What follows belongs to an exercise in optimizing a design on an open flow for small area and a short achievable clock period; a production flow would make more cautious choices. No run shown here included a check of the RTL's function; only the layout flow was run. Power figures rest on the tool's default switching activity, not on a simulated workload.

**flow/design.v**
```verilog
module gamma_interp_11bit #(
  parameter int OUT_W = 10
) (
  input  logic             clk,
  input  logic             rst_n,
  input  logic             i_hs,
  input  logic             i_vs,
  input  logic [4:0]       idx,
  input  logic [10:0]      pixel_in,
  input  logic [10:0]      lowLevel,
  input  logic [10:0]      highLevel,
  input  logic             lut_we,
  input  logic [5:0]       lut_addr,
  input  logic [OUT_W-1:0] lut_wdata,
  input  logic             lut_commit,
  output logic             commit_pending,
  output logic             o_hs,
  output logic             o_vs,
  output logic [OUT_W-1:0] pix_out
);
  localparam int N = 33;
  function automatic logic [9:0] ramp(input int k);
    logic [31:0] v;
    v = 32'(k) * 32;
    if (v > 1023) v = 1023;
    ramp = v[9:0];
  endfunction
  logic [9:0] r_shadow [N];
  logic [9:0] r_active [N];
  logic       r_act_ramp;    
  logic       r_pend;
  logic       r_vs_prev;
  logic       w_copy;
  assign w_copy         = r_pend & r_vs_prev & ~i_vs;
  assign commit_pending = r_pend;
  always_ff @(posedge clk or negedge rst_n) begin
    if (!rst_n) begin
      r_pend    <= 1'b0;
      r_vs_prev <= 1'b0;
    end else begin
      r_pend    <= lut_commit | (r_pend & ~w_copy);
      r_vs_prev <= i_vs;
    end
  end
  logic [N-1:0] r_sramp;
  logic [N-1:0] w_we;
  logic [N-1:0] w_cs, w_cr;    
  logic         w_hold;
  always_comb
    for (int k = 0; k < N; k++) w_we[k] = lut_we & (lut_addr == 6'(k));
  always_ff @(posedge clk or negedge rst_n) begin
    if (!rst_n) r_sramp <= '1;
    else        r_sramp <= r_sramp & ~w_we;
  end
  always_ff @(posedge clk)
    for (int k = 0; k < N; k++)
      r_shadow[k] <= ({10{w_we[k]}} & lut_wdata) | ({10{~w_we[k]}} & r_shadow[k]);
  always_ff @(posedge clk or negedge rst_n) begin
    if (!rst_n) r_act_ramp <= 1'b1;
    else if (w_copy) r_act_ramp <= 1'b0;
  end
  assign w_hold = ~w_copy;
  assign w_cs   = {N{w_copy}} & ~r_sramp;
  assign w_cr   = {N{w_copy}} & r_sramp;
  always_ff @(posedge clk)
    for (int k = 0; k < N; k++)
      r_active[k] <= ({10{w_cs[k]}} & r_shadow[k]) | ({10{w_cr[k]}} & ramp(k)) |
                     ({10{w_hold}} & r_active[k]);
  logic [329:0] w_act;
  logic [9:0]   w_ye, w_yo;
  logic [10:0]  w_d, w_w;
  always_comb
    for (int k = 0; k < N; k++) w_act[10*k +: 10] = r_active[k];
  gi_read u_read (.idx(idx), .ramp(r_act_ramp), .act(w_act), .ye(w_ye), .yo(w_yo));
  gi_sub11 u_subd (.a(pixel_in), .b(lowLevel), .y(w_d));
  gi_sub11 u_subw (.a(highLevel), .b(lowLevel), .y(w_w));
  logic [9:0]  r_ye_1, r_yo_1;
  logic        r_b_1;
  logic [10:0] r_d_1;
  logic [10:0] r_w_1;
  logic        r_wz_1;
  logic        r_blank_1;
  always_ff @(posedge clk) begin
    r_ye_1 <= w_ye;
    r_yo_1 <= w_yo;
    r_b_1  <= idx[0];
    r_d_1  <= w_d;
    r_w_1  <= w_w;
    r_wz_1 <= (highLevel == lowLevel);
  end
  always_ff @(posedge clk or negedge rst_n) begin
    if (!rst_n) r_blank_1 <= 1'b1;
    else        r_blank_1 <= ~(i_hs & i_vs);
  end
  logic [10:0] w_top;
  logic [3:0]  w_s;
  always_comb begin
    for (int k = 0; k < 11; k++) w_top[k] = r_w_1[k] & ~|(r_w_1 >> (k + 1));
    for (int b = 0; b < 4; b++) begin
      w_s[b] = 1'b0;
      for (int k = 0; k < 11; k++) if ((k >> b) & 1) w_s[b] = w_s[b] | w_top[k];
    end
  end
  logic [9:0]         w_y0, w_y1;
  logic [10:0]        w_x;
  logic [12:0]        w_db;
  logic [5:0]         w_one, w_two, w_ng;
  logic [11:0]        w_pp0, w_pp1, w_pp2, w_pp3, w_pp4, w_pp5;
  logic [22:0]        w_sa, w_sb;
  assign w_y0  = r_b_1 ? r_yo_1 : r_ye_1;
  assign w_y1  = r_b_1 ? r_ye_1 : r_yo_1;
  assign w_db  = r_wz_1 ? 13'b0 : {1'b0, r_d_1, 1'b0};
  logic xs_g0_0;
  assign xs_g0_0 = w_y1[0] & ~w_y0[0];
  logic xs_g1_0;
  assign xs_g1_0 = w_y1[1] & ~w_y0[1];
  logic xs_g2_0;
  assign xs_g2_0 = w_y1[2] & ~w_y0[2];
  logic xs_g3_0;
  assign xs_g3_0 = w_y1[3] & ~w_y0[3];
  logic xs_g4_0;
  assign xs_g4_0 = w_y1[4] & ~w_y0[4];
  logic xs_g5_0;
  assign xs_g5_0 = w_y1[5] & ~w_y0[5];
  logic xs_g6_0;
  assign xs_g6_0 = w_y1[6] & ~w_y0[6];
  logic xs_g7_0;
  assign xs_g7_0 = w_y1[7] & ~w_y0[7];
  logic xs_g8_0;
  assign xs_g8_0 = w_y1[8] & ~w_y0[8];
  logic xs_g9_0;
  assign xs_g9_0 = w_y1[9] & ~w_y0[9];
  logic xs_g10_0;
  assign xs_g10_0 = 1'b0 & 1'b1;
  logic xs_p0;
  assign xs_p0 = w_y1[0] ^ ~w_y0[0];
  logic xs_p1;
  assign xs_p1 = w_y1[1] ^ ~w_y0[1];
  logic xs_p2;
  assign xs_p2 = w_y1[2] ^ ~w_y0[2];
  logic xs_p3;
  assign xs_p3 = w_y1[3] ^ ~w_y0[3];
  logic xs_p4;
  assign xs_p4 = w_y1[4] ^ ~w_y0[4];
  logic xs_p5;
  assign xs_p5 = w_y1[5] ^ ~w_y0[5];
  logic xs_p6;
  assign xs_p6 = w_y1[6] ^ ~w_y0[6];
  logic xs_p7;
  assign xs_p7 = w_y1[7] ^ ~w_y0[7];
  logic xs_p8;
  assign xs_p8 = w_y1[8] ^ ~w_y0[8];
  logic xs_p9;
  assign xs_p9 = w_y1[9] ^ ~w_y0[9];
  logic xs_p10;
  assign xs_p10 = 1'b0 ^ 1'b1;
  logic xs_g0_c;
  assign xs_g0_c = xs_g0_0 | (xs_p0 & 1'b1);
  logic xs_g1_1;
  assign xs_g1_1 = xs_g1_0 | (xs_p1 & xs_g0_c);
  logic xs_q1_1;
  assign xs_q1_1 = xs_p1 & xs_p0;
  logic xs_g3_1;
  assign xs_g3_1 = xs_g3_0 | (xs_p3 & xs_g2_0);
  logic xs_q3_1;
  assign xs_q3_1 = xs_p3 & xs_p2;
  logic xs_g5_1;
  assign xs_g5_1 = xs_g5_0 | (xs_p5 & xs_g4_0);
  logic xs_q5_1;
  assign xs_q5_1 = xs_p5 & xs_p4;
  logic xs_g7_1;
  assign xs_g7_1 = xs_g7_0 | (xs_p7 & xs_g6_0);
  logic xs_q7_1;
  assign xs_q7_1 = xs_p7 & xs_p6;
  logic xs_g9_1;
  assign xs_g9_1 = xs_g9_0 | (xs_p9 & xs_g8_0);
  logic xs_q9_1;
  assign xs_q9_1 = xs_p9 & xs_p8;
  logic xs_g2_2;
  assign xs_g2_2 = xs_g2_0 | (xs_p2 & xs_g1_1);
  logic xs_q2_2;
  assign xs_q2_2 = xs_p2 & xs_q1_1;
  logic xs_g3_2;
  assign xs_g3_2 = xs_g3_1 | (xs_q3_1 & xs_g1_1);
  logic xs_q3_2;
  assign xs_q3_2 = xs_q3_1 & xs_q1_1;
  logic xs_g6_2;
  assign xs_g6_2 = xs_g6_0 | (xs_p6 & xs_g5_1);
  logic xs_q6_2;
  assign xs_q6_2 = xs_p6 & xs_q5_1;
  logic xs_g7_2;
  assign xs_g7_2 = xs_g7_1 | (xs_q7_1 & xs_g5_1);
  logic xs_q7_2;
  assign xs_q7_2 = xs_q7_1 & xs_q5_1;
  logic xs_g10_2;
  assign xs_g10_2 = xs_g10_0 | (xs_p10 & xs_g9_1);
  logic xs_q10_2;
  assign xs_q10_2 = xs_p10 & xs_q9_1;
  logic xs_g4_3;
  assign xs_g4_3 = xs_g4_0 | (xs_p4 & xs_g3_2);
  logic xs_q4_3;
  assign xs_q4_3 = xs_p4 & xs_q3_2;
  logic xs_g5_3;
  assign xs_g5_3 = xs_g5_1 | (xs_q5_1 & xs_g3_2);
  logic xs_q5_3;
  assign xs_q5_3 = xs_q5_1 & xs_q3_2;
  logic xs_g6_3;
  assign xs_g6_3 = xs_g6_2 | (xs_q6_2 & xs_g3_2);
  logic xs_q6_3;
  assign xs_q6_3 = xs_q6_2 & xs_q3_2;
  logic xs_g7_3;
  assign xs_g7_3 = xs_g7_2 | (xs_q7_2 & xs_g3_2);
  logic xs_q7_3;
  assign xs_q7_3 = xs_q7_2 & xs_q3_2;
  logic xs_g8_4;
  assign xs_g8_4 = xs_g8_0 | (xs_p8 & xs_g7_3);
  logic xs_q8_4;
  assign xs_q8_4 = xs_p8 & xs_q7_3;
  logic xs_g9_4;
  assign xs_g9_4 = xs_g9_1 | (xs_q9_1 & xs_g7_3);
  logic xs_q9_4;
  assign xs_q9_4 = xs_q9_1 & xs_q7_3;
  logic xs_g10_4;
  assign xs_g10_4 = xs_g10_2 | (xs_q10_2 & xs_g7_3);
  logic xs_q10_4;
  assign xs_q10_4 = xs_q10_2 & xs_q7_3;
  assign w_x[0] = (xs_p0 ^ 1'b1);
  assign w_x[1] = (xs_p1 ^ xs_g0_c);
  assign w_x[2] = (xs_p2 ^ xs_g1_1);
  assign w_x[3] = (xs_p3 ^ xs_g2_2);
  assign w_x[4] = (xs_p4 ^ xs_g3_2);
  assign w_x[5] = (xs_p5 ^ xs_g4_3);
  assign w_x[6] = (xs_p6 ^ xs_g5_3);
  assign w_x[7] = (xs_p7 ^ xs_g6_3);
  assign w_x[8] = (xs_p8 ^ xs_g7_3);
  assign w_x[9] = (xs_p9 ^ xs_g8_4);
  assign w_x[10] = (xs_p10 ^ xs_g9_4);
  always_comb begin
    for (int j = 0; j < 6; j++) begin
      w_one[j] = w_db[2*j+1] ^ w_db[2*j];
      w_two[j] = (w_db[2*j+2] & ~w_db[2*j+1] & ~w_db[2*j]) |
                 (~w_db[2*j+2] & w_db[2*j+1] & w_db[2*j]);
      w_ng[j]  = w_db[2*j+2] & ~(w_db[2*j+1] & w_db[2*j]);
    end
  end
  function automatic logic [11:0] bpp(input logic [10:0] x, input logic one,
                                      input logic two, input logic ng);
    logic [11:0] m;
    m = one ? {x[10], x} : (two ? {x, 1'b0} : 12'b0);
    bpp = m ^ {12{ng}};
  endfunction
  assign w_pp0 = bpp(w_x, w_one[0], w_two[0], w_ng[0]);
  assign w_pp1 = bpp(w_x, w_one[1], w_two[1], w_ng[1]);
  assign w_pp2 = bpp(w_x, w_one[2], w_two[2], w_ng[2]);
  assign w_pp3 = bpp(w_x, w_one[3], w_two[3], w_ng[3]);
  assign w_pp4 = bpp(w_x, w_one[4], w_two[4], w_ng[4]);
  assign w_pp5 = bpp(w_x, w_one[5], w_two[5], w_ng[5]);
  logic t0s;
  assign t0s = w_pp0[6] ^ w_pp1[4];
  logic t0c;
  assign t0c = w_pp0[6] & w_pp1[4];
  logic t1s;
  assign t1s = w_pp0[7] ^ w_pp1[5];
  logic t1c;
  assign t1c = w_pp0[7] & w_pp1[5];
  logic t2s;
  assign t2s = w_pp0[8] ^ w_pp1[6] ^ w_pp2[4];
  logic t2c;
  assign t2c = (w_pp0[8] & w_pp1[6]) | (w_pp0[8] & w_pp2[4]) | (w_pp1[6] & w_pp2[4]);
  logic t3s;
  assign t3s = w_pp3[2] ^ w_pp4[0];
  logic t3c;
  assign t3c = w_pp3[2] & w_pp4[0];
  logic t4s;
  assign t4s = w_pp0[9] ^ w_pp1[7] ^ w_pp2[5];
  logic t4c;
  assign t4c = (w_pp0[9] & w_pp1[7]) | (w_pp0[9] & w_pp2[5]) | (w_pp1[7] & w_pp2[5]);
  logic t5s;
  assign t5s = w_pp3[3] ^ w_pp4[1];
  logic t5c;
  assign t5c = w_pp3[3] & w_pp4[1];
  logic t6s;
  assign t6s = w_pp0[10] ^ w_pp1[8] ^ w_pp2[6];
  logic t6c;
  assign t6c = (w_pp0[10] & w_pp1[8]) | (w_pp0[10] & w_pp2[6]) | (w_pp1[8] & w_pp2[6]);
  logic t7s;
  assign t7s = w_pp3[4] ^ w_pp4[2] ^ w_pp5[0];
  logic t7c;
  assign t7c = (w_pp3[4] & w_pp4[2]) | (w_pp3[4] & w_pp5[0]) | (w_pp4[2] & w_pp5[0]);
  logic t8s;
  assign t8s = w_pp0[11] ^ w_pp1[9] ^ w_pp2[7];
  logic t8c;
  assign t8c = (w_pp0[11] & w_pp1[9]) | (w_pp0[11] & w_pp2[7]) | (w_pp1[9] & w_pp2[7]);
  logic t9s;
  assign t9s = w_pp3[5] ^ w_pp4[3] ^ w_pp5[1];
  logic t9c;
  assign t9c = (w_pp3[5] & w_pp4[3]) | (w_pp3[5] & w_pp5[1]) | (w_pp4[3] & w_pp5[1]);
  logic t10s;
  assign t10s = w_pp0[11] ^ w_pp1[10] ^ w_pp2[8];
  logic t10c;
  assign t10c = (w_pp0[11] & w_pp1[10]) | (w_pp0[11] & w_pp2[8]) | (w_pp1[10] & w_pp2[8]);
  logic t11s;
  assign t11s = w_pp3[6] ^ w_pp4[4] ^ w_pp5[2];
  logic t11c;
  assign t11c = (w_pp3[6] & w_pp4[4]) | (w_pp3[6] & w_pp5[2]) | (w_pp4[4] & w_pp5[2]);
  logic t12s;
  assign t12s = ~w_pp0[11] ^ ~w_pp1[11] ^ w_pp2[9];
  logic t12c;
  assign t12c = (~w_pp0[11] & ~w_pp1[11]) | (~w_pp0[11] & w_pp2[9]) | (~w_pp1[11] & w_pp2[9]);
  logic t13s;
  assign t13s = w_pp3[7] ^ w_pp4[5] ^ w_pp5[3];
  logic t13c;
  assign t13c = (w_pp3[7] & w_pp4[5]) | (w_pp3[7] & w_pp5[3]) | (w_pp4[5] & w_pp5[3]);
  logic t14s;
  assign t14s = 1'b1 ^ w_pp2[10] ^ w_pp3[8];
  logic t14c;
  assign t14c = (1'b1 & w_pp2[10]) | (1'b1 & w_pp3[8]) | (w_pp2[10] & w_pp3[8]);
  logic t15s;
  assign t15s = w_pp4[6] ^ w_pp5[4];
  logic t15c;
  assign t15c = w_pp4[6] & w_pp5[4];
  logic t16s;
  assign t16s = ~w_pp2[11] ^ w_pp3[9] ^ w_pp4[7];
  logic t16c;
  assign t16c = (~w_pp2[11] & w_pp3[9]) | (~w_pp2[11] & w_pp4[7]) | (w_pp3[9] & w_pp4[7]);
  logic t17s;
  assign t17s = 1'b1 ^ w_pp3[10];
  logic t17c;
  assign t17c = 1'b1 & w_pp3[10];
  logic t18s;
  assign t18s = w_pp0[4] ^ w_pp1[2];
  logic t18c;
  assign t18c = w_pp0[4] & w_pp1[2];
  logic t19s;
  assign t19s = w_pp0[5] ^ w_pp1[3];
  logic t19c;
  assign t19c = w_pp0[5] & w_pp1[3];
  logic t20s;
  assign t20s = w_pp2[2] ^ w_pp3[0] ^ w_ng[3];
  logic t20c;
  assign t20c = (w_pp2[2] & w_pp3[0]) | (w_pp2[2] & w_ng[3]) | (w_pp3[0] & w_ng[3]);
  logic t21s;
  assign t21s = w_pp2[3] ^ w_pp3[1] ^ t0c;
  logic t21c;
  assign t21c = (w_pp2[3] & w_pp3[1]) | (w_pp2[3] & t0c) | (w_pp3[1] & t0c);
  logic t22s;
  assign t22s = w_ng[4] ^ t1c ^ t2s;
  logic t22c;
  assign t22c = (w_ng[4] & t1c) | (w_ng[4] & t2s) | (t1c & t2s);
  logic t23s;
  assign t23s = t2c ^ t3c ^ t4s;
  logic t23c;
  assign t23c = (t2c & t3c) | (t2c & t4s) | (t3c & t4s);
  logic t24s;
  assign t24s = t4c ^ t5c ^ t6s;
  logic t24c;
  assign t24c = (t4c & t5c) | (t4c & t6s) | (t5c & t6s);
  logic t25s;
  assign t25s = t6c ^ t7c ^ t8s;
  logic t25c;
  assign t25c = (t6c & t7c) | (t6c & t8s) | (t7c & t8s);
  logic t26s;
  assign t26s = t8c ^ t9c ^ t10s;
  logic t26c;
  assign t26c = (t8c & t9c) | (t8c & t10s) | (t9c & t10s);
  logic t27s;
  assign t27s = t10c ^ t11c ^ t12s;
  logic t27c;
  assign t27c = (t10c & t11c) | (t10c & t12s) | (t11c & t12s);
  logic t28s;
  assign t28s = t12c ^ t13c ^ t14s;
  logic t28c;
  assign t28c = (t12c & t13c) | (t12c & t14s) | (t13c & t14s);
  logic t29s;
  assign t29s = w_pp5[5] ^ t14c ^ t15c;
  logic t29c;
  assign t29c = (w_pp5[5] & t14c) | (w_pp5[5] & t15c) | (t14c & t15c);
  logic t30s;
  assign t30s = w_pp4[8] ^ w_pp5[6] ^ t16c;
  logic t30c;
  assign t30c = (w_pp4[8] & w_pp5[6]) | (w_pp4[8] & t16c) | (w_pp5[6] & t16c);
  logic t31s;
  assign t31s = ~w_pp3[11] ^ w_pp4[9] ^ w_pp5[7];
  logic t31c;
  assign t31c = (~w_pp3[11] & w_pp4[9]) | (~w_pp3[11] & w_pp5[7]) | (w_pp4[9] & w_pp5[7]);
  logic t32s;
  assign t32s = 1'b1 ^ w_pp4[10];
  logic t32c;
  assign t32c = 1'b1 & w_pp4[10];
  logic t33s;
  assign t33s = w_pp0[2] ^ w_pp1[0];
  logic t33c;
  assign t33c = w_pp0[2] & w_pp1[0];
  logic t34s;
  assign t34s = w_pp0[3] ^ w_pp1[1];
  logic t34c;
  assign t34c = w_pp0[3] & w_pp1[1];
  logic t35s;
  assign t35s = w_pp2[0] ^ w_ng[2] ^ t18s;
  logic t35c;
  assign t35c = (w_pp2[0] & w_ng[2]) | (w_pp2[0] & t18s) | (w_ng[2] & t18s);
  logic t36s;
  assign t36s = w_pp2[1] ^ t18c ^ t19s;
  logic t36c;
  assign t36c = (w_pp2[1] & t18c) | (w_pp2[1] & t19s) | (t18c & t19s);
  logic t37s;
  assign t37s = t0s ^ t19c ^ t20s;
  logic t37c;
  assign t37c = (t0s & t19c) | (t0s & t20s) | (t19c & t20s);
  logic t38s;
  assign t38s = t1s ^ t20c ^ t21s;
  logic t38c;
  assign t38c = (t1s & t20c) | (t1s & t21s) | (t20c & t21s);
  logic t39s;
  assign t39s = t3s ^ t21c ^ t22s;
  logic t39c;
  assign t39c = (t3s & t21c) | (t3s & t22s) | (t21c & t22s);
  logic t40s;
  assign t40s = t5s ^ t22c ^ t23s;
  logic t40c;
  assign t40c = (t5s & t22c) | (t5s & t23s) | (t22c & t23s);
  logic t41s;
  assign t41s = t7s ^ t23c ^ t24s;
  logic t41c;
  assign t41c = (t7s & t23c) | (t7s & t24s) | (t23c & t24s);
  logic t42s;
  assign t42s = t9s ^ t24c ^ t25s;
  logic t42c;
  assign t42c = (t9s & t24c) | (t9s & t25s) | (t24c & t25s);
  logic t43s;
  assign t43s = t11s ^ t25c ^ t26s;
  logic t43c;
  assign t43c = (t11s & t25c) | (t11s & t26s) | (t25c & t26s);
  logic t44s;
  assign t44s = t13s ^ t26c ^ t27s;
  logic t44c;
  assign t44c = (t13s & t26c) | (t13s & t27s) | (t26c & t27s);
  logic t45s;
  assign t45s = t15s ^ t27c ^ t28s;
  logic t45c;
  assign t45c = (t15s & t27c) | (t15s & t28s) | (t27c & t28s);
  logic t46s;
  assign t46s = t16s ^ t28c ^ t29s;
  logic t46c;
  assign t46c = (t16s & t28c) | (t16s & t29s) | (t28c & t29s);
  logic t47s;
  assign t47s = t17s ^ t29c ^ t30s;
  logic t47c;
  assign t47c = (t17s & t29c) | (t17s & t30s) | (t29c & t30s);
  logic t48s;
  assign t48s = t17c ^ t30c ^ t31s;
  logic t48c;
  assign t48c = (t17c & t30c) | (t17c & t31s) | (t30c & t31s);
  logic t49s;
  assign t49s = w_pp5[8] ^ t31c ^ t32s;
  logic t49c;
  assign t49c = (w_pp5[8] & t31c) | (w_pp5[8] & t32s) | (t31c & t32s);
  logic t50s;
  assign t50s = ~w_pp4[11] ^ w_pp5[9] ^ t32c;
  logic t50c;
  assign t50c = (~w_pp4[11] & w_pp5[9]) | (~w_pp4[11] & t32c) | (w_pp5[9] & t32c);
  logic t51s;
  assign t51s = 1'b1 ^ w_pp5[10];
  logic t51c;
  assign t51c = 1'b1 & w_pp5[10];
  assign w_sa[0] = w_pp0[0];
  assign w_sb[0] = w_ng[0];
  assign w_sa[1] = w_pp0[1];
  assign w_sb[1] = 1'b0;
  assign w_sa[2] = w_ng[1];
  assign w_sb[2] = t33s;
  assign w_sa[3] = t33c;
  assign w_sb[3] = t34s;
  assign w_sa[4] = t34c;
  assign w_sb[4] = t35s;
  assign w_sa[5] = t35c;
  assign w_sb[5] = t36s;
  assign w_sa[6] = t36c;
  assign w_sb[6] = t37s;
  assign w_sa[7] = t37c;
  assign w_sb[7] = t38s;
  assign w_sa[8] = t38c;
  assign w_sb[8] = t39s;
  assign w_sa[9] = t39c;
  assign w_sb[9] = t40s;
  assign w_sa[10] = t40c;
  assign w_sb[10] = t41s;
  assign w_sa[11] = t41c;
  assign w_sb[11] = t42s;
  assign w_sa[12] = t42c;
  assign w_sb[12] = t43s;
  assign w_sa[13] = t43c;
  assign w_sb[13] = t44s;
  assign w_sa[14] = t44c;
  assign w_sb[14] = t45s;
  assign w_sa[15] = t45c;
  assign w_sb[15] = t46s;
  assign w_sa[16] = t46c;
  assign w_sb[16] = t47s;
  assign w_sa[17] = t47c;
  assign w_sb[17] = t48s;
  assign w_sa[18] = t48c;
  assign w_sb[18] = t49s;
  assign w_sa[19] = t49c;
  assign w_sb[19] = t50s;
  assign w_sa[20] = t50c;
  assign w_sb[20] = t51s;
  assign w_sa[21] = ~w_pp5[11];
  assign w_sb[21] = t51c;
  assign w_sa[22] = 1'b1;
  assign w_sb[22] = 1'b0;
  logic [22:0] r_sa_2, r_sb_2;
  logic [9:0]  r_y0_2;
  logic [3:0]  r_s_2;
  logic        r_blank_2;
  always_ff @(posedge clk) begin
    r_sa_2 <= w_sa;
    r_sb_2 <= w_sb;
    r_y0_2 <= w_y0;
    r_s_2  <= w_s;
  end
  always_ff @(posedge clk or negedge rst_n) begin
    if (!rst_n) r_blank_2 <= 1'b1;
    else        r_blank_2 <= r_blank_1;
  end
  logic [22:0] w_ta, w_tb, w_t;
  logic [9:0]  w_pix;
  assign w_ta = r_sa_2;
  assign w_tb = r_sb_2;
  logic ts_g0_0;
  assign ts_g0_0 = w_ta[0] & w_tb[0];
  logic ts_g1_0;
  assign ts_g1_0 = w_ta[1] & w_tb[1];
  logic ts_g2_0;
  assign ts_g2_0 = w_ta[2] & w_tb[2];
  logic ts_g3_0;
  assign ts_g3_0 = w_ta[3] & w_tb[3];
  logic ts_g4_0;
  assign ts_g4_0 = w_ta[4] & w_tb[4];
  logic ts_g5_0;
  assign ts_g5_0 = w_ta[5] & w_tb[5];
  logic ts_g6_0;
  assign ts_g6_0 = w_ta[6] & w_tb[6];
  logic ts_g7_0;
  assign ts_g7_0 = w_ta[7] & w_tb[7];
  logic ts_g8_0;
  assign ts_g8_0 = w_ta[8] & w_tb[8];
  logic ts_g9_0;
  assign ts_g9_0 = w_ta[9] & w_tb[9];
  logic ts_g10_0;
  assign ts_g10_0 = w_ta[10] & w_tb[10];
  logic ts_g11_0;
  assign ts_g11_0 = w_ta[11] & w_tb[11];
  logic ts_g12_0;
  assign ts_g12_0 = w_ta[12] & w_tb[12];
  logic ts_g13_0;
  assign ts_g13_0 = w_ta[13] & w_tb[13];
  logic ts_g14_0;
  assign ts_g14_0 = w_ta[14] & w_tb[14];
  logic ts_g15_0;
  assign ts_g15_0 = w_ta[15] & w_tb[15];
  logic ts_g16_0;
  assign ts_g16_0 = w_ta[16] & w_tb[16];
  logic ts_g17_0;
  assign ts_g17_0 = w_ta[17] & w_tb[17];
  logic ts_g18_0;
  assign ts_g18_0 = w_ta[18] & w_tb[18];
  logic ts_g19_0;
  assign ts_g19_0 = w_ta[19] & w_tb[19];
  logic ts_g20_0;
  assign ts_g20_0 = w_ta[20] & w_tb[20];
  logic ts_g21_0;
  assign ts_g21_0 = w_ta[21] & w_tb[21];
  logic ts_g22_0;
  assign ts_g22_0 = w_ta[22] & w_tb[22];
  logic ts_p0;
  assign ts_p0 = w_ta[0] ^ w_tb[0];
  logic ts_p1;
  assign ts_p1 = w_ta[1] ^ w_tb[1];
  logic ts_p2;
  assign ts_p2 = w_ta[2] ^ w_tb[2];
  logic ts_p3;
  assign ts_p3 = w_ta[3] ^ w_tb[3];
  logic ts_p4;
  assign ts_p4 = w_ta[4] ^ w_tb[4];
  logic ts_p5;
  assign ts_p5 = w_ta[5] ^ w_tb[5];
  logic ts_p6;
  assign ts_p6 = w_ta[6] ^ w_tb[6];
  logic ts_p7;
  assign ts_p7 = w_ta[7] ^ w_tb[7];
  logic ts_p8;
  assign ts_p8 = w_ta[8] ^ w_tb[8];
  logic ts_p9;
  assign ts_p9 = w_ta[9] ^ w_tb[9];
  logic ts_p10;
  assign ts_p10 = w_ta[10] ^ w_tb[10];
  logic ts_p11;
  assign ts_p11 = w_ta[11] ^ w_tb[11];
  logic ts_p12;
  assign ts_p12 = w_ta[12] ^ w_tb[12];
  logic ts_p13;
  assign ts_p13 = w_ta[13] ^ w_tb[13];
  logic ts_p14;
  assign ts_p14 = w_ta[14] ^ w_tb[14];
  logic ts_p15;
  assign ts_p15 = w_ta[15] ^ w_tb[15];
  logic ts_p16;
  assign ts_p16 = w_ta[16] ^ w_tb[16];
  logic ts_p17;
  assign ts_p17 = w_ta[17] ^ w_tb[17];
  logic ts_p18;
  assign ts_p18 = w_ta[18] ^ w_tb[18];
  logic ts_p19;
  assign ts_p19 = w_ta[19] ^ w_tb[19];
  logic ts_p20;
  assign ts_p20 = w_ta[20] ^ w_tb[20];
  logic ts_p21;
  assign ts_p21 = w_ta[21] ^ w_tb[21];
  logic ts_p22;
  assign ts_p22 = w_ta[22] ^ w_tb[22];
  logic ts_g1_1;
  assign ts_g1_1 = ts_g1_0 | (ts_p1 & ts_g0_0);
  logic ts_q1_1;
  assign ts_q1_1 = ts_p1 & ts_p0;
  logic ts_g3_1;
  assign ts_g3_1 = ts_g3_0 | (ts_p3 & ts_g2_0);
  logic ts_q3_1;
  assign ts_q3_1 = ts_p3 & ts_p2;
  logic ts_g5_1;
  assign ts_g5_1 = ts_g5_0 | (ts_p5 & ts_g4_0);
  logic ts_q5_1;
  assign ts_q5_1 = ts_p5 & ts_p4;
  logic ts_g7_1;
  assign ts_g7_1 = ts_g7_0 | (ts_p7 & ts_g6_0);
  logic ts_q7_1;
  assign ts_q7_1 = ts_p7 & ts_p6;
  logic ts_g9_1;
  assign ts_g9_1 = ts_g9_0 | (ts_p9 & ts_g8_0);
  logic ts_q9_1;
  assign ts_q9_1 = ts_p9 & ts_p8;
  logic ts_g11_1;
  assign ts_g11_1 = ts_g11_0 | (ts_p11 & ts_g10_0);
  logic ts_q11_1;
  assign ts_q11_1 = ts_p11 & ts_p10;
  logic ts_g13_1;
  assign ts_g13_1 = ts_g13_0 | (ts_p13 & ts_g12_0);
  logic ts_q13_1;
  assign ts_q13_1 = ts_p13 & ts_p12;
  logic ts_g15_1;
  assign ts_g15_1 = ts_g15_0 | (ts_p15 & ts_g14_0);
  logic ts_q15_1;
  assign ts_q15_1 = ts_p15 & ts_p14;
  logic ts_g17_1;
  assign ts_g17_1 = ts_g17_0 | (ts_p17 & ts_g16_0);
  logic ts_q17_1;
  assign ts_q17_1 = ts_p17 & ts_p16;
  logic ts_g19_1;
  assign ts_g19_1 = ts_g19_0 | (ts_p19 & ts_g18_0);
  logic ts_q19_1;
  assign ts_q19_1 = ts_p19 & ts_p18;
  logic ts_g21_1;
  assign ts_g21_1 = ts_g21_0 | (ts_p21 & ts_g20_0);
  logic ts_q21_1;
  assign ts_q21_1 = ts_p21 & ts_p20;
  logic ts_g2_2;
  assign ts_g2_2 = ts_g2_0 | (ts_p2 & ts_g1_1);
  logic ts_q2_2;
  assign ts_q2_2 = ts_p2 & ts_q1_1;
  logic ts_g3_2;
  assign ts_g3_2 = ts_g3_1 | (ts_q3_1 & ts_g1_1);
  logic ts_q3_2;
  assign ts_q3_2 = ts_q3_1 & ts_q1_1;
  logic ts_g6_2;
  assign ts_g6_2 = ts_g6_0 | (ts_p6 & ts_g5_1);
  logic ts_q6_2;
  assign ts_q6_2 = ts_p6 & ts_q5_1;
  logic ts_g7_2;
  assign ts_g7_2 = ts_g7_1 | (ts_q7_1 & ts_g5_1);
  logic ts_q7_2;
  assign ts_q7_2 = ts_q7_1 & ts_q5_1;
  logic ts_g10_2;
  assign ts_g10_2 = ts_g10_0 | (ts_p10 & ts_g9_1);
  logic ts_q10_2;
  assign ts_q10_2 = ts_p10 & ts_q9_1;
  logic ts_g11_2;
  assign ts_g11_2 = ts_g11_1 | (ts_q11_1 & ts_g9_1);
  logic ts_q11_2;
  assign ts_q11_2 = ts_q11_1 & ts_q9_1;
  logic ts_g14_2;
  assign ts_g14_2 = ts_g14_0 | (ts_p14 & ts_g13_1);
  logic ts_q14_2;
  assign ts_q14_2 = ts_p14 & ts_q13_1;
  logic ts_g15_2;
  assign ts_g15_2 = ts_g15_1 | (ts_q15_1 & ts_g13_1);
  logic ts_q15_2;
  assign ts_q15_2 = ts_q15_1 & ts_q13_1;
  logic ts_g18_2;
  assign ts_g18_2 = ts_g18_0 | (ts_p18 & ts_g17_1);
  logic ts_q18_2;
  assign ts_q18_2 = ts_p18 & ts_q17_1;
  logic ts_g19_2;
  assign ts_g19_2 = ts_g19_1 | (ts_q19_1 & ts_g17_1);
  logic ts_q19_2;
  assign ts_q19_2 = ts_q19_1 & ts_q17_1;
  logic ts_g22_2;
  assign ts_g22_2 = ts_g22_0 | (ts_p22 & ts_g21_1);
  logic ts_q22_2;
  assign ts_q22_2 = ts_p22 & ts_q21_1;
  logic ts_g4_3;
  assign ts_g4_3 = ts_g4_0 | (ts_p4 & ts_g3_2);
  logic ts_q4_3;
  assign ts_q4_3 = ts_p4 & ts_q3_2;
  logic ts_g5_3;
  assign ts_g5_3 = ts_g5_1 | (ts_q5_1 & ts_g3_2);
  logic ts_q5_3;
  assign ts_q5_3 = ts_q5_1 & ts_q3_2;
  logic ts_g6_3;
  assign ts_g6_3 = ts_g6_2 | (ts_q6_2 & ts_g3_2);
  logic ts_q6_3;
  assign ts_q6_3 = ts_q6_2 & ts_q3_2;
  logic ts_g7_3;
  assign ts_g7_3 = ts_g7_2 | (ts_q7_2 & ts_g3_2);
  logic ts_q7_3;
  assign ts_q7_3 = ts_q7_2 & ts_q3_2;
  logic ts_g12_3;
  assign ts_g12_3 = ts_g12_0 | (ts_p12 & ts_g11_2);
  logic ts_q12_3;
  assign ts_q12_3 = ts_p12 & ts_q11_2;
  logic ts_g13_3;
  assign ts_g13_3 = ts_g13_1 | (ts_q13_1 & ts_g11_2);
  logic ts_q13_3;
  assign ts_q13_3 = ts_q13_1 & ts_q11_2;
  logic ts_g14_3;
  assign ts_g14_3 = ts_g14_2 | (ts_q14_2 & ts_g11_2);
  logic ts_q14_3;
  assign ts_q14_3 = ts_q14_2 & ts_q11_2;
  logic ts_g15_3;
  assign ts_g15_3 = ts_g15_2 | (ts_q15_2 & ts_g11_2);
  logic ts_q15_3;
  assign ts_q15_3 = ts_q15_2 & ts_q11_2;
  logic ts_g20_3;
  assign ts_g20_3 = ts_g20_0 | (ts_p20 & ts_g19_2);
  logic ts_q20_3;
  assign ts_q20_3 = ts_p20 & ts_q19_2;
  logic ts_g21_3;
  assign ts_g21_3 = ts_g21_1 | (ts_q21_1 & ts_g19_2);
  logic ts_q21_3;
  assign ts_q21_3 = ts_q21_1 & ts_q19_2;
  logic ts_g22_3;
  assign ts_g22_3 = ts_g22_2 | (ts_q22_2 & ts_g19_2);
  logic ts_q22_3;
  assign ts_q22_3 = ts_q22_2 & ts_q19_2;
  logic ts_g8_4;
  assign ts_g8_4 = ts_g8_0 | (ts_p8 & ts_g7_3);
  logic ts_q8_4;
  assign ts_q8_4 = ts_p8 & ts_q7_3;
  logic ts_g9_4;
  assign ts_g9_4 = ts_g9_1 | (ts_q9_1 & ts_g7_3);
  logic ts_q9_4;
  assign ts_q9_4 = ts_q9_1 & ts_q7_3;
  logic ts_g10_4;
  assign ts_g10_4 = ts_g10_2 | (ts_q10_2 & ts_g7_3);
  logic ts_q10_4;
  assign ts_q10_4 = ts_q10_2 & ts_q7_3;
  logic ts_g11_4;
  assign ts_g11_4 = ts_g11_2 | (ts_q11_2 & ts_g7_3);
  logic ts_q11_4;
  assign ts_q11_4 = ts_q11_2 & ts_q7_3;
  logic ts_g12_4;
  assign ts_g12_4 = ts_g12_3 | (ts_q12_3 & ts_g7_3);
  logic ts_q12_4;
  assign ts_q12_4 = ts_q12_3 & ts_q7_3;
  logic ts_g13_4;
  assign ts_g13_4 = ts_g13_3 | (ts_q13_3 & ts_g7_3);
  logic ts_q13_4;
  assign ts_q13_4 = ts_q13_3 & ts_q7_3;
  logic ts_g14_4;
  assign ts_g14_4 = ts_g14_3 | (ts_q14_3 & ts_g7_3);
  logic ts_q14_4;
  assign ts_q14_4 = ts_q14_3 & ts_q7_3;
  logic ts_g15_4;
  assign ts_g15_4 = ts_g15_3 | (ts_q15_3 & ts_g7_3);
  logic ts_q15_4;
  assign ts_q15_4 = ts_q15_3 & ts_q7_3;
  logic ts_g16_5;
  assign ts_g16_5 = ts_g16_0 | (ts_p16 & ts_g15_4);
  logic ts_q16_5;
  assign ts_q16_5 = ts_p16 & ts_q15_4;
  logic ts_g17_5;
  assign ts_g17_5 = ts_g17_1 | (ts_q17_1 & ts_g15_4);
  logic ts_q17_5;
  assign ts_q17_5 = ts_q17_1 & ts_q15_4;
  logic ts_g18_5;
  assign ts_g18_5 = ts_g18_2 | (ts_q18_2 & ts_g15_4);
  logic ts_q18_5;
  assign ts_q18_5 = ts_q18_2 & ts_q15_4;
  logic ts_g19_5;
  assign ts_g19_5 = ts_g19_2 | (ts_q19_2 & ts_g15_4);
  logic ts_q19_5;
  assign ts_q19_5 = ts_q19_2 & ts_q15_4;
  logic ts_g20_5;
  assign ts_g20_5 = ts_g20_3 | (ts_q20_3 & ts_g15_4);
  logic ts_q20_5;
  assign ts_q20_5 = ts_q20_3 & ts_q15_4;
  logic ts_g21_5;
  assign ts_g21_5 = ts_g21_3 | (ts_q21_3 & ts_g15_4);
  logic ts_q21_5;
  assign ts_q21_5 = ts_q21_3 & ts_q15_4;
  logic ts_g22_5;
  assign ts_g22_5 = ts_g22_3 | (ts_q22_3 & ts_g15_4);
  logic ts_q22_5;
  assign ts_q22_5 = ts_q22_3 & ts_q15_4;
  assign w_t[0] = ts_p0;
  assign w_t[1] = (ts_p1 ^ ts_g0_0);
  assign w_t[2] = (ts_p2 ^ ts_g1_1);
  assign w_t[3] = (ts_p3 ^ ts_g2_2);
  assign w_t[4] = (ts_p4 ^ ts_g3_2);
  assign w_t[5] = (ts_p5 ^ ts_g4_3);
  assign w_t[6] = (ts_p6 ^ ts_g5_3);
  assign w_t[7] = (ts_p7 ^ ts_g6_3);
  assign w_t[8] = (ts_p8 ^ ts_g7_3);
  assign w_t[9] = (ts_p9 ^ ts_g8_4);
  assign w_t[10] = (ts_p10 ^ ts_g9_4);
  assign w_t[11] = (ts_p11 ^ ts_g10_4);
  assign w_t[12] = (ts_p12 ^ ts_g11_4);
  assign w_t[13] = (ts_p13 ^ ts_g12_4);
  assign w_t[14] = (ts_p14 ^ ts_g13_4);
  assign w_t[15] = (ts_p15 ^ ts_g14_4);
  assign w_t[16] = (ts_p16 ^ ts_g15_4);
  assign w_t[17] = (ts_p17 ^ ts_g16_5);
  assign w_t[18] = (ts_p18 ^ ts_g17_5);
  assign w_t[19] = (ts_p19 ^ ts_g18_5);
  assign w_t[20] = (ts_p20 ^ ts_g19_5);
  assign w_t[21] = (ts_p21 ^ ts_g20_5);
  assign w_t[22] = (ts_p22 ^ ts_g21_5);
  logic [10:0] w_sh;
  logic [10:0] w_q;
  logic        w_rb, w_big, w_sml;
  logic [11:0] w_r;
  logic [10:0] w_qt [11];
  logic [9:0]  w_rt;
  logic [10:0] w_bt, w_st;
  always_comb begin
    for (int k = 0; k < 11; k++) w_sh[k] = (r_s_2 == 4'(k));
    for (int i = 0; i < 11; i++) begin
      for (int k = 0; k < 11; k++) w_qt[i][k] = w_sh[k] & w_t[i+k];
      w_q[i] = |w_qt[i];
    end
    for (int k = 1; k < 11; k++) w_rt[k-1] = w_sh[k] & w_t[k-1];
    w_rb = |w_rt;
    for (int k = 0; k < 11; k++) begin
      w_bt[k] = w_sh[k] & |(w_t[21:0] & (22'h3fffff << (11 + k)));
      w_st[k] = w_sh[k] & |(~w_t[21:0] & (22'h3fffff << (11 + k)));
    end
    w_big = ~w_t[22] & (|w_bt | w_q[10]);
    w_sml = w_t[22] & (|w_st | ~w_q[10]);
    w_r = {2'b0, r_y0_2} + {w_q[10], w_q} + {11'b0, w_rb};
    if (r_blank_2 | w_sml)  w_pix = '0;
    else if (w_big)         w_pix = 10'h3ff;
    else if (w_r[11])       w_pix = '0;
    else if (w_r[10])       w_pix = 10'h3ff;
    else                    w_pix = w_r[9:0];
  end
  logic [2:0] r_hs_d, r_vs_d;
  logic [9:0] r_pix;
  always_ff @(posedge clk or negedge rst_n) begin
    if (!rst_n) begin
      r_hs_d <= '0;
      r_vs_d <= '0;
      r_pix  <= '0;
    end else begin
      r_hs_d <= {r_hs_d[1:0], i_hs};
      r_vs_d <= {r_vs_d[1:0], i_vs};
      r_pix  <= w_pix;
    end
  end
  assign o_hs    = r_hs_d[2];
  assign o_vs    = r_vs_d[2];
  assign pix_out = r_pix;
endmodule
module gi_read (
  input  logic [4:0]   idx,
  input  logic         ramp,
  input  logic [329:0] act,
  output logic [9:0]   ye,
  output logic [9:0]   yo
);
  logic [15:0] so1;
  logic [16:0] se, so;
  logic [4:0]  je;
  logic [17:0] te [10];
  logic [16:0] to [10];
  assign je = {1'b0, idx[4:1]} + {4'b0, idx[0]};
  always_comb begin
    for (int j = 0; j < 16; j++) so1[j] = (idx[4:1] == 4'(j));
    for (int j = 0; j < 17; j++) begin
      so[j] = (j < 16) ? (~ramp & so1[j % 16]) : 1'b0;
      se[j] = ~ramp & (((j < 16) ? (~idx[0] & so1[j % 16]) : 1'b0) |
                       ((j > 0) ? (idx[0] & so1[(j + 15) % 16]) : 1'b0));
    end
    for (int i = 0; i < 10; i++) begin
      for (int j = 0; j < 17; j++) te[i][j] = se[j] & act[20*j + i];
      for (int j = 0; j < 16; j++) to[i][j] = so[j] & act[20*j + 10 + i];
      te[i][17] = ramp & (je[4] | (i >= 6 && je[i-6]));
      to[i][16] = ramp & (i == 5 || (i >= 6 && idx[i-5]));
      ye[i] = |te[i];
      yo[i] = |to[i];
    end
  end
endmodule
module gi_sub11 (
  input  logic [10:0] a,
  input  logic [10:0] b,
  output logic [10:0] y
);
  logic m_g0_0;
  assign m_g0_0 = a[0] & ~b[0];
  logic m_g1_0;
  assign m_g1_0 = a[1] & ~b[1];
  logic m_g2_0;
  assign m_g2_0 = a[2] & ~b[2];
  logic m_g3_0;
  assign m_g3_0 = a[3] & ~b[3];
  logic m_g4_0;
  assign m_g4_0 = a[4] & ~b[4];
  logic m_g5_0;
  assign m_g5_0 = a[5] & ~b[5];
  logic m_g6_0;
  assign m_g6_0 = a[6] & ~b[6];
  logic m_g7_0;
  assign m_g7_0 = a[7] & ~b[7];
  logic m_g8_0;
  assign m_g8_0 = a[8] & ~b[8];
  logic m_g9_0;
  assign m_g9_0 = a[9] & ~b[9];
  logic m_g10_0;
  assign m_g10_0 = a[10] & ~b[10];
  logic m_p0;
  assign m_p0 = a[0] ^ ~b[0];
  logic m_p1;
  assign m_p1 = a[1] ^ ~b[1];
  logic m_p2;
  assign m_p2 = a[2] ^ ~b[2];
  logic m_p3;
  assign m_p3 = a[3] ^ ~b[3];
  logic m_p4;
  assign m_p4 = a[4] ^ ~b[4];
  logic m_p5;
  assign m_p5 = a[5] ^ ~b[5];
  logic m_p6;
  assign m_p6 = a[6] ^ ~b[6];
  logic m_p7;
  assign m_p7 = a[7] ^ ~b[7];
  logic m_p8;
  assign m_p8 = a[8] ^ ~b[8];
  logic m_p9;
  assign m_p9 = a[9] ^ ~b[9];
  logic m_p10;
  assign m_p10 = a[10] ^ ~b[10];
  logic m_g0_c;
  assign m_g0_c = m_g0_0 | (m_p0 & 1'b1);
  logic m_g1_1;
  assign m_g1_1 = m_g1_0 | (m_p1 & m_g0_c);
  logic m_q1_1;
  assign m_q1_1 = m_p1 & m_p0;
  logic m_g3_1;
  assign m_g3_1 = m_g3_0 | (m_p3 & m_g2_0);
  logic m_q3_1;
  assign m_q3_1 = m_p3 & m_p2;
  logic m_g5_1;
  assign m_g5_1 = m_g5_0 | (m_p5 & m_g4_0);
  logic m_q5_1;
  assign m_q5_1 = m_p5 & m_p4;
  logic m_g7_1;
  assign m_g7_1 = m_g7_0 | (m_p7 & m_g6_0);
  logic m_q7_1;
  assign m_q7_1 = m_p7 & m_p6;
  logic m_g9_1;
  assign m_g9_1 = m_g9_0 | (m_p9 & m_g8_0);
  logic m_q9_1;
  assign m_q9_1 = m_p9 & m_p8;
  logic m_g2_2;
  assign m_g2_2 = m_g2_0 | (m_p2 & m_g1_1);
  logic m_q2_2;
  assign m_q2_2 = m_p2 & m_q1_1;
  logic m_g3_2;
  assign m_g3_2 = m_g3_1 | (m_q3_1 & m_g1_1);
  logic m_q3_2;
  assign m_q3_2 = m_q3_1 & m_q1_1;
  logic m_g6_2;
  assign m_g6_2 = m_g6_0 | (m_p6 & m_g5_1);
  logic m_q6_2;
  assign m_q6_2 = m_p6 & m_q5_1;
  logic m_g7_2;
  assign m_g7_2 = m_g7_1 | (m_q7_1 & m_g5_1);
  logic m_q7_2;
  assign m_q7_2 = m_q7_1 & m_q5_1;
  logic m_g10_2;
  assign m_g10_2 = m_g10_0 | (m_p10 & m_g9_1);
  logic m_q10_2;
  assign m_q10_2 = m_p10 & m_q9_1;
  logic m_g4_3;
  assign m_g4_3 = m_g4_0 | (m_p4 & m_g3_2);
  logic m_q4_3;
  assign m_q4_3 = m_p4 & m_q3_2;
  logic m_g5_3;
  assign m_g5_3 = m_g5_1 | (m_q5_1 & m_g3_2);
  logic m_q5_3;
  assign m_q5_3 = m_q5_1 & m_q3_2;
  logic m_g6_3;
  assign m_g6_3 = m_g6_2 | (m_q6_2 & m_g3_2);
  logic m_q6_3;
  assign m_q6_3 = m_q6_2 & m_q3_2;
  logic m_g7_3;
  assign m_g7_3 = m_g7_2 | (m_q7_2 & m_g3_2);
  logic m_q7_3;
  assign m_q7_3 = m_q7_2 & m_q3_2;
  logic m_g8_4;
  assign m_g8_4 = m_g8_0 | (m_p8 & m_g7_3);
  logic m_q8_4;
  assign m_q8_4 = m_p8 & m_q7_3;
  logic m_g9_4;
  assign m_g9_4 = m_g9_1 | (m_q9_1 & m_g7_3);
  logic m_q9_4;
  assign m_q9_4 = m_q9_1 & m_q7_3;
  logic m_g10_4;
  assign m_g10_4 = m_g10_2 | (m_q10_2 & m_g7_3);
  logic m_q10_4;
  assign m_q10_4 = m_q10_2 & m_q7_3;
  assign y[0] = (m_p0 ^ 1'b1);
  assign y[1] = (m_p1 ^ m_g0_c);
  assign y[2] = (m_p2 ^ m_g1_1);
  assign y[3] = (m_p3 ^ m_g2_2);
  assign y[4] = (m_p4 ^ m_g3_2);
  assign y[5] = (m_p5 ^ m_g4_3);
  assign y[6] = (m_p6 ^ m_g5_3);
  assign y[7] = (m_p7 ^ m_g6_3);
  assign y[8] = (m_p8 ^ m_g7_3);
  assign y[9] = (m_p9 ^ m_g8_4);
  assign y[10] = (m_p10 ^ m_g9_4);
endmodule
```
**flow/flow/run.sh**
```bash
#!/bin/bash
set -euo pipefail
mapfile -t EXTRA < <(grep -v '^#' flow/extra.txt | grep .)
bash standard.sh "${EXTRA[@]}" finish > standard.log 2>&1
```
**flow/flow/extra.txt**
```
SETUP_SLACK_MARGIN=7.0
ADDER_MAP_FILE=
BUFFER_PORTS_ARGS=-buffer_cell sky130_fd_sc_hd__buf_4
```
**flow/standard.sh**
```bash
#!/bin/bash
# synth_recipe.tcl (not shown) runs the flow's synth.tcl, then flattens the netlist and writes it again
# the make line also repeats each setting of config.mk as NAME=value (left out here)
make -C /OpenROAD-flow-scripts/flow DESIGN_CONFIG=/design/flow/config.mk WORK_HOME=/design/flow/orfs CLKGATE_MAP_FILE= SYNTH_SCRIPT=/design/flow/synth_recipe.tcl "${@:-finish}"
```
**flow/config.mk**
```make
export PLATFORM = sky130hd
export DESIGN_NAME = gamma_interp_11bit
export DESIGN_NICKNAME = gamma_interp_11bit
export VERILOG_FILES = /design/flow/design.v
export SDC_FILE = /design/flow/constraint.sdc
export NUM_CORES = 4
export LEC_CHECK = 0
export ABC_AREA = 1
export CAP_MARGIN = 20
export CORE_MARGIN = 2
export CORE_UTILIZATION = 40
export CTS_CLUSTER_DIAMETER = 80
export CTS_CLUSTER_SIZE = 25
export SLEW_MARGIN = 60
export SYNTH_HIERARCHICAL = 1
export TNS_END_PERCENT = 20
```
**flow/constraint.sdc**
```tcl
create_clock -name core_clock -period 10.0 [get_ports {clk}]
set_input_delay 2.0000 -clock core_clock [delete_from_list [all_inputs] [get_ports {clk}]]
set_output_delay 2.0000 -clock core_clock [all_outputs]
set_load 0.01 [all_outputs]
```
==> flow_summary.toml, run 1 <==
[outcome]
status = "complete, no violations"

[cts]
numCtsBuffers = 44
root_buffer = "clkbuf_16"
cts_htree_levels = 2
cts_hold_buf = 0
cts.reportedPaths.clkPinSlew_ps = 80
clk_latency_ps = 640
cts_tree = "yes"
clk_path_buf_depth = 3
cts_num_sinks = 813

[sta]
finalHoldViolCount = 0
period_needed_ps = 3163
setup_violations = 0
whs_ps = 354.0
rsz0062_at_grt = "yes"
period_share = 0.3163
max_freq_mhz = 316.2
worstMarginPinSlew_ps = 577.7
relSlewSlack = 0.6149
finClkSkew_ps = 55.01
final.setup.tns_ps = 0
drv_slew = 0

[worst_setup_path]
path_max_fanout = 2
worstPathArrival_ps = 1160
cpLargestDelayFamily = "flip-flops"
path_buf_inv = 1
startpoint_type = "flop"
cp.required_ps = 8000
crit_path_end_kind = "primary output"
crit_type = "flop to primary output"
crit_chain = "buf_6"
cpPeakStageDelay_ps = 410
critical-path-slowest-cell = "dfrtp_1"

[grt]
antenna_found_initial = 5
grt_util_all_layers = 0.2183
grt.overflow.total = 0
grt_pass1_vias = 25924
grt_max_degree = 77
grt_pass1_wl_um = 153400

[yosys]
synthesis.area_mm2 = 0.03553
syn_inst = 3997
synth_nets = 4057
syn_avg_cell_area_um2 = 8.890
yosysWarnings = 24

[place]
placed_area_mm2 = 0.03787
port_buffers = 72
place_congestion = 0.8899
dp_hpwl_um = 67910

[routing]
drt_iter0_drc = 1906
vias_per_cell = 5.210
routed_wire_length_per_instance_um = 19.03
first_pass_iters = 5
ant_nets = 0
vias = 27907
wl_um = 101900
drc = 0

[power]
p_per_area_mw_per_mm2 = 262.5
ir_worst_vdd_mv = 0.2579
leakage_nw = 17.83

[final_layout]
n_fill_cell = 8313
areaGrowthSynthToFinish_pct = 17.50
design_area_mm2 = 0.04175
fin_util = 0.4732
drive_above_1_share = 0.1914
nNetsFinal = 4215

[floorplan]
dieWidth_um = 302.0
fp.dieArea_mm2 = 0.09123
rows = 109
io_pins = 73
core_mm2 = 0.08824
die_h_um = 302.0
initial_utilization = 0.4027

[run]
max_cap_viol_count = 0

[hold_path]
hold_class = "flop to flop"
==> cells in the final DEF, fill, tap and decap left out, drive strengths merged, types with 4 or more instances in the layout <==
cell and n:
inv 426, nor2 430, nand3 439, xor2 59, or2 17, bufbuf 7, nand4 49, and2 4
o21ai 89, o22ai 26, nand2 1122, a21boi 5, dfstp 36, mux2i 5, nor3 16, clkinv 14
xnor2 26, o211ai 6, o21a 4, nand3b 18, o22a 75, a22o 230, dfrtp 17, clkbuf 66
a21oi 52, buf 176, dfxtp 430, edfxtp 330
==> layout make-up <==
type | instances | area (um2) | share of cell area
diodes | 1 | 2.502 | 0.00005994
clock buffers | 65 | 1180 | 0.02826
clock inverters | 16 | 291.5 | 0.006983
inverters | 427 | 1655 | 0.03965
multi-input cells | 2684 | 15420 | 0.3693
flip-flops and latches | 813 | 19910 | 0.4769
well taps | 1165 | 1458 | 0.03491
repair buffers | 184 | 1827 | 0.04375
repair inverters | 1 | 8.758 | 0.0002098
==> power breakdown <==
part	switching, mW	internal, mW
Clock	1.16	0.928
Combinational	3.09	1.70
Sequential	0.250	3.84
==> routing by layer <==
metal  track usage  up-vias  part of all wire  routed length (um)
met1        0.2953    13256              0.44               45010
met2        0.3736      748              0.48               49160
met3       0.02212      147             0.047                4751
met5             0        -           0.00030                  31
met4       0.05893        6             0.029                2970
li1              -    13750                 -                   -
==> timing repair <==
action,in CTS,in global routing
pin swaps,42,71
resized for setup,112,267
cloned,10,6
endpoints found under the setup margin,350,148
buffers inserted,53,36
==> path summary, 6_finish.rpt <==
check	startpoint	end	slack, ps	cells past startpoint
setup reg to reg	r_b_1	r_sb_2[15]	6890	25
hold / removal	r_hs_d[0]	r_hs_d[1]	350	0
min in group asynchronous	rst_n	r_pix[0]	1320	1
setup / recovery	r_pend	commit_pending	6840	1
max in group asynchronous	rst_n	r_blank_2	7950	2
hold reg to reg	r_hs_d[0]	r_hs_d[1]	350	0
==> stage by stage <==
stage / instances / setup WS, ps / power (mW)
CTS: 5312 / 6792 / 10.27
detailed placement: 5168 / 5396 / 7.947
global placement: 5166 / 5677 / 7.872
global route: 5356 / 6659 / 11.73
floorplan: 3997 / 6839 / 7.011
finish: 5356 / 6837 / 10.96
==> run 2: changes to the inputs <==
--- a/flow/config.mk
+++ b/flow/config.mk
@@ -8,7 +8,7 @@
 export ABC_AREA = 1
 export CAP_MARGIN = 20
 export CORE_MARGIN = 2
-export CORE_UTILIZATION = 40
+export CORE_UTILIZATION = 45
 export CTS_CLUSTER_DIAMETER = 80
 export CTS_CLUSTER_SIZE = 25
 export SLEW_MARGIN = 60
==> run 2 against run 1 <==
- still clean on timing, DRC and antenna
- sequential power barely moved
- hold slack better by 7.7 ps
- die area decreased by 11%
- largest power group unchanged
- cell area grew 1.7%
- largest cell class unchanged
- sequential share of layout area is 0.80 points lower
- combinational power up 14%
- global-route usage rose by 2.9 points
- total power up 5.3%
- cell count is 1.8% lower
==> flow_summary.toml, run 2 <==
[cts]
clk_path_buf_depth = 3
numCtsBuffers = 42
cts.reportedPaths.clkPinSlew_ps = 100
cts_hold_buf = 0
cts_num_sinks = 813
cts_htree_levels = 2
clk_latency_ps = 630
root_buffer = "clkbuf_16"
cts_tree = "yes"

[place]
dp_hpwl_um = 68610
dp_slack_ps = 5809
place_congestion = 0.9294
port_buffers = 72

[sta]
final.setup.tns_ps = 0
fin_ws_ps = 6763
whs_ps = 361.7
relSlewSlack = 0.5911
setup_violations = 0
finClkSkew_ps = 33.49
drv_slew = 0
rsz0062_at_grt = "yes"
period_share = 0.3237
worstMarginPinSlew_ps = 611.8
period_needed_ps = 3237
finalHoldViolCount = 0
max_freq_mhz = 308.9

[routing]
first_pass_iters = 6
drt_iter0_drc = 2367
vias_per_cell = 5.368
wl_um = 105000
routed_wire_length_per_instance_um = 19.96
ant_nets = 0
drc = 0
vias = 28221

[worst_setup_path]
crit_path_start = "idx[1]"
path_max_fanout = 16
crit_type = "primary input to flop"
crit_end = "r_ye_1[5]"
regToRegSetupSlack_ps = 6860
reg2regPathDepth = 26
r2r_start = "r_b_1"
worstPathArrival_ps = 3740
cp.required_ps = 10500
startpoint_type = "primary input"
r2r_end = "r_sb_2[15]"
crit_path_end_kind = "flop"

[grt]
antenna_found_initial = 3
grt_util_all_layers = 0.2471
grt.overflow.total = 0
grt_pass1_wl_um = 155400
grt_max_degree = 80
grt_pass1_vias = 26208

[yosys]
synth_nets = 4057
syn_avg_cell_area_um2 = 8.890
synthesis.area_mm2 = 0.03553
yosysWarnings = 24
syn_inst = 3997

[floorplan]
core_mm2 = 0.07861
fp.dieArea_mm2 = 0.08123
rows = 103
die_h_um = 285
io_pins = 73
initial_utilization = 0.4520
dieWidth_um = 285

[run]
max_cap_viol_count = 0

[final_layout]
drive_above_1_share = 0.2301
areaGrowthSynthToFinish_pct = 19.51
mostFrequentLayoutCell = "nand2_1"
nNetsFinal = 4232
final_cell_mix = "nand2_1, dfxtp_1, inv_1, nand3_1, edfxtp_1"
n_fill_cell = 7148

[power]
p_per_area_mw_per_mm2 = 271.7
ir_worst_vdd_mv = 0.1515
finalPower_mw = 11.54
leakage_nw = 18.04

[hold_path]
hold_class = "flop to flop"
worstHoldPathCells = 0

[outcome]
status = "complete, no violations"
[run 2: cell count changes in the layout (fill, tap and decap cells not counted), moves of 8 or more]
cell     before  now
nand2_4      39   81
nand2_8       3   13
nand2_1     925  832
buf_6        16   32
nand2_2     155  198
buf_4       146  154
nand3_4       9   21
nand3_2      28   51
nand3_1     402  369
[run 2: metrics by stage]
step	utilization	std cells	cell area, um2
3_5_place_dp	0.4800	5053	37730
5_1_grt	0.5402	5256	42460
2_1_floorplan	-	3997	35960
4_1_cts	0.5154	5194	40520
6_report	0.5402	5257	42470
3_3_place_gp	0.4767	5051	37470
[run 2: worst min path at each step]
stage                     startpoint   endpoint  slack (ps)
after floorplan            r_hs_d[0]  r_hs_d[1]         330
after global placement     r_vs_d[1]  r_vs_d[2]         330
after detailed placement   r_vs_d[1]  r_vs_d[2]         340
after CTS                  r_vs_d[1]  r_vs_d[2]         360
after global routing       r_hs_d[0]  r_hs_d[1]         370
final                      r_hs_d[0]  r_hs_d[1]         360
[run 2: repair_timing]
| item | 4_1_cts | 5_1_grt |
|---|---|---|
| cloned | 4 | 11 |
| setup buffers | 59 | 51 |
| pin swaps | 78 | 130 |
| resized for setup | 245 | 380 |
| endpoints found under the setup margin | 355 | 184 |
[run 2: layer usage]
metal  GRT usage  vias up  wire (um)
li1            -    13769          -
met1      0.3311    13494      45050
met2      0.4314      805      51780
met3     0.02400      151       5304
met4     0.05955        2       2805
met5           0        -         11
[run 2: layout make-up]
| class | instances | area, um2 | area share |
|---|---|---|---|
| sequential | 813 | 19910 | 0.4689 |
| multi-input combinational | 2690 | 16400 | 0.3863 |
| timing repair buffer | 198 | 1784 | 0.04202 |
| inverter | 427 | 1669 | 0.03930 |
| tap | 1050 | 1314 | 0.03094 |
| clock buffer | 66 | 1204 | 0.02834 |
| clock inverter | 12 | 177.7 | 0.004184 |
| antenna | 1 | 2.502 | 0.00005893 |
[run 2: worst max-delay path: stages]
cell	delay (ps)
buf_4	210
inv_4	320
nand2_2	170
nand2_2	190
nor2_2	120
nand2_1	110
nand4_1	150
nor2_1	320
nand3_1	130
[run 2: where the power goes]
part           internal, mW  total, mW  switching, mW  leakage [nW]
clock network         0.874       2.00           1.12         0.657
registers              3.84       4.09          0.245          7.12
logic                  1.95       5.45           3.50          10.3
==> run 3: changes to the inputs <==
--- a/flow/config.mk
+++ b/flow/config.mk
@@ -8,9 +8,9 @@
 export ABC_AREA = 1
 export CAP_MARGIN = 20
 export CORE_MARGIN = 2
-export CORE_UTILIZATION = 45
+export CORE_UTILIZATION = 40
 export CTS_CLUSTER_DIAMETER = 80
 export CTS_CLUSTER_SIZE = 25
 export SLEW_MARGIN = 60
 export SYNTH_HIERARCHICAL = 1
-export TNS_END_PERCENT = 20
+export TNS_END_PERCENT = 10
==> run 3 against run 2 <==
- still clean on timing, DRC and antenna
- non-clock buffer count down 3
- register-to-register slack better by 40 ps
- cell area down 1.4%
- cell count up 2.0%
- sequential cell count unchanged
- total power down 4.1%
- hold slack worse by 0.76 ps
- fmax up 1.1%
- sequential power about the same
- global-route usage down 3.2 points
- critical path type unchanged
- largest power group unchanged
- highest routed layer unchanged
==> flow_summary.toml, run 3 <==
[place]
dp_hpwl_um = 67910
placed_area_mm2 = 0.03783
port_buffers = 72
place_congestion = 0.9144
dp_cells = 5165
dp_slack_ps = 5738

[sta]
setup_violations = 0
finClkSkew_ps = 36.74
final.setup.tns_ps = 0
whs_ps = 360.9
period_share = 0.3202
rsz0062_at_grt = "yes"
max_freq_mhz = 312.3
fin_ws_ps = 6798
worstMarginPinSlew_ps = 629.6
drv_slew = 0
relSlewSlack = 0.5772
finalHoldViolCount = 0
period_needed_ps = 3202

[routing]
wl_um = 102800
routed_wire_length_per_instance_um = 19.16
drt_iter0_drc = 2324
vias = 27888
ant_nets = 0
vias_per_cell = 5.199
first_pass_iters = 6
drc = 0

[final_layout]
design_area_mm2 = 0.04189
diodes = 0
areaGrowthSynthToFinish_pct = 17.88
final_cell_mix = "nand2_1, dfxtp_1, nand3_1"
mostFrequentLayoutCell = "nand2_1"
drive_above_1_share = 0.2024
fin_util = 0.4747
nNetsFinal = 4225
final_cell_count_no_fill = 5364

[cts]
cts_htree_levels = 2
clk_latency_ps = 630
cts_hold_buf = 0
cts_num_sinks = 813
root_buffer = "clkbuf_16"
numCtsBuffers = 43
clk_path_buf_depth = 3
cts_tree = "yes"
cts.reportedPaths.clkPinSlew_ps = 100

[grt]
grt_max_degree = 124
grt_pass1_wl_um = 151400
antenna_found_initial = 2
grt.overflow.total = 0
grt_pass1_vias = 25890
grt_util_all_layers = 0.2152

[yosys]
synthesis.area_mm2 = 0.03553
syn_avg_cell_area_um2 = 8.890
synth_nets = 4057
yosysWarnings = 24
syn_inst = 3997

[power]
p_per_area_mw_per_mm2 = 264.3
leakage_nw = 17.83
ir_worst_vdd_mv = 0.2430
finalPower_mw = 11.07

[floorplan]
core_mm2 = 0.08824
die_h_um = 302.0
fp.dieArea_mm2 = 0.09123
dieWidth_um = 302.0
rows = 109
initial_utilization = 0.4027
io_pins = 73

[worst_setup_path]
reg2regPathDepth = 24
path_max_fanout = 10
startpoint_type = "primary input"
regToRegSetupSlack_ps = 6900
crit_path_end_kind = "flop"
crit_type = "primary input to flop"
r2r_end = "r_pix[2]"
cp.required_ps = 10540
r2r_start = "r_sa_2[7]"
worstPathArrival_ps = 3750

[run]
max_cap_viol_count = 0

[hold_path]
hold_end = "r_vs_d[2]"
hold_class = "flop to flop"
worstHoldPathCells = 0
hold_start = "r_vs_d[1]"

[outcome]
status = "complete, no violations"
-- run 3: critical path, stage by stage --
cell     delay [ps]
buf_4           150
nor2_2          260
nand2_2         270
nor2_2          450
nand2_1         220
nand4_1         200
nor2_1           80
nand2_1          90
-- run 3: power breakdown --
part | switching (mW) | internal [mW]
Combinational | 3.20 | 1.78
Sequential | 0.245 | 3.85
Clock | 1.13 | 0.861
Total | 4.58 | 6.49
-- run 3: routing by layer --
metal,part of all wire,global-route usage,vias to the layer above
met2,0.49,0.3748,697
met5,0.00031,0,-
met3,0.048,0.02370,145
met1,0.44,0.2873,13286
li1,-,-,13756
met4,0.025,0.05045,4
-- run 3: worst max-delay path by stage --
stage	start	endpoint
2_1_floorplan	lut_addr[3]	flop
3_3_place_gp	i_vs	r_active[2][2]
3_5_place_dp	i_vs	r_active[2][7]
4_1_cts	r_pend	commit_pending
5_1_grt	r_sa_2[14]	r_pix[6]
6_report	idx[4]	r_yo_1[5]
-- run 3: timing repair --
action | in CTS | in global routing
endpoints found under the hold margin | 0 | 0
setup buffers | 30 | 74
resized for setup | 135 | 308
pin swaps | 36 | 91
cloned | 1 | 14
endpoints found under the setup margin | 343 | 267
-- run 3: final cells by class --
cell class / count / area [um2]
multi-input cells: 2683 / 15660
clock inverters: 15 / 195.2
inverters: 427 / 1673
well taps: 1165 / 1458
flip-flops and latches: 813 / 19920
fillers: 8324 / 46350
repair inverters: 2 / 22.52
clock buffers: 64 / 1175
repair buffers: 195 / 1784

## afterwards: timing with drivers on the ports
In the flow no input, the clock included, has a driving cell. The finished layouts below were timed again as built, in two steps. Step 1, drivers: a clkbuf_16 drives clk and a buf_2 each remaining input, both assumed. Step 2 also shifts input and output timing later by t, the mid clock arrival at the registers, as if the neighbouring blocks saw the same clock. Slacks: ideal ports / drivers / drivers and shift; pairs: ideal ports / drivers.
| run | t (ns) | setup WS [ns] | hold slack, ns |
|---|---|---|---|
| run 1 | 0.684 | 6.837 / 6.766 / 6.185 | 0.354 / 0.354 / 0.354 |
| run 2 | 0.689 | 6.763 / 6.761 / 6.072 | 0.362 / 0.362 / 0.362 |
| run 3 | 0.678 | 6.798 / 6.779 / 6.165 | 0.361 / 0.361 / 0.361 |
After both steps setup and hold are still met in every run listed. The setup slack of run 2, which loses most, moves by -0.002 ns with the drivers and by -0.691 ns with both steps.
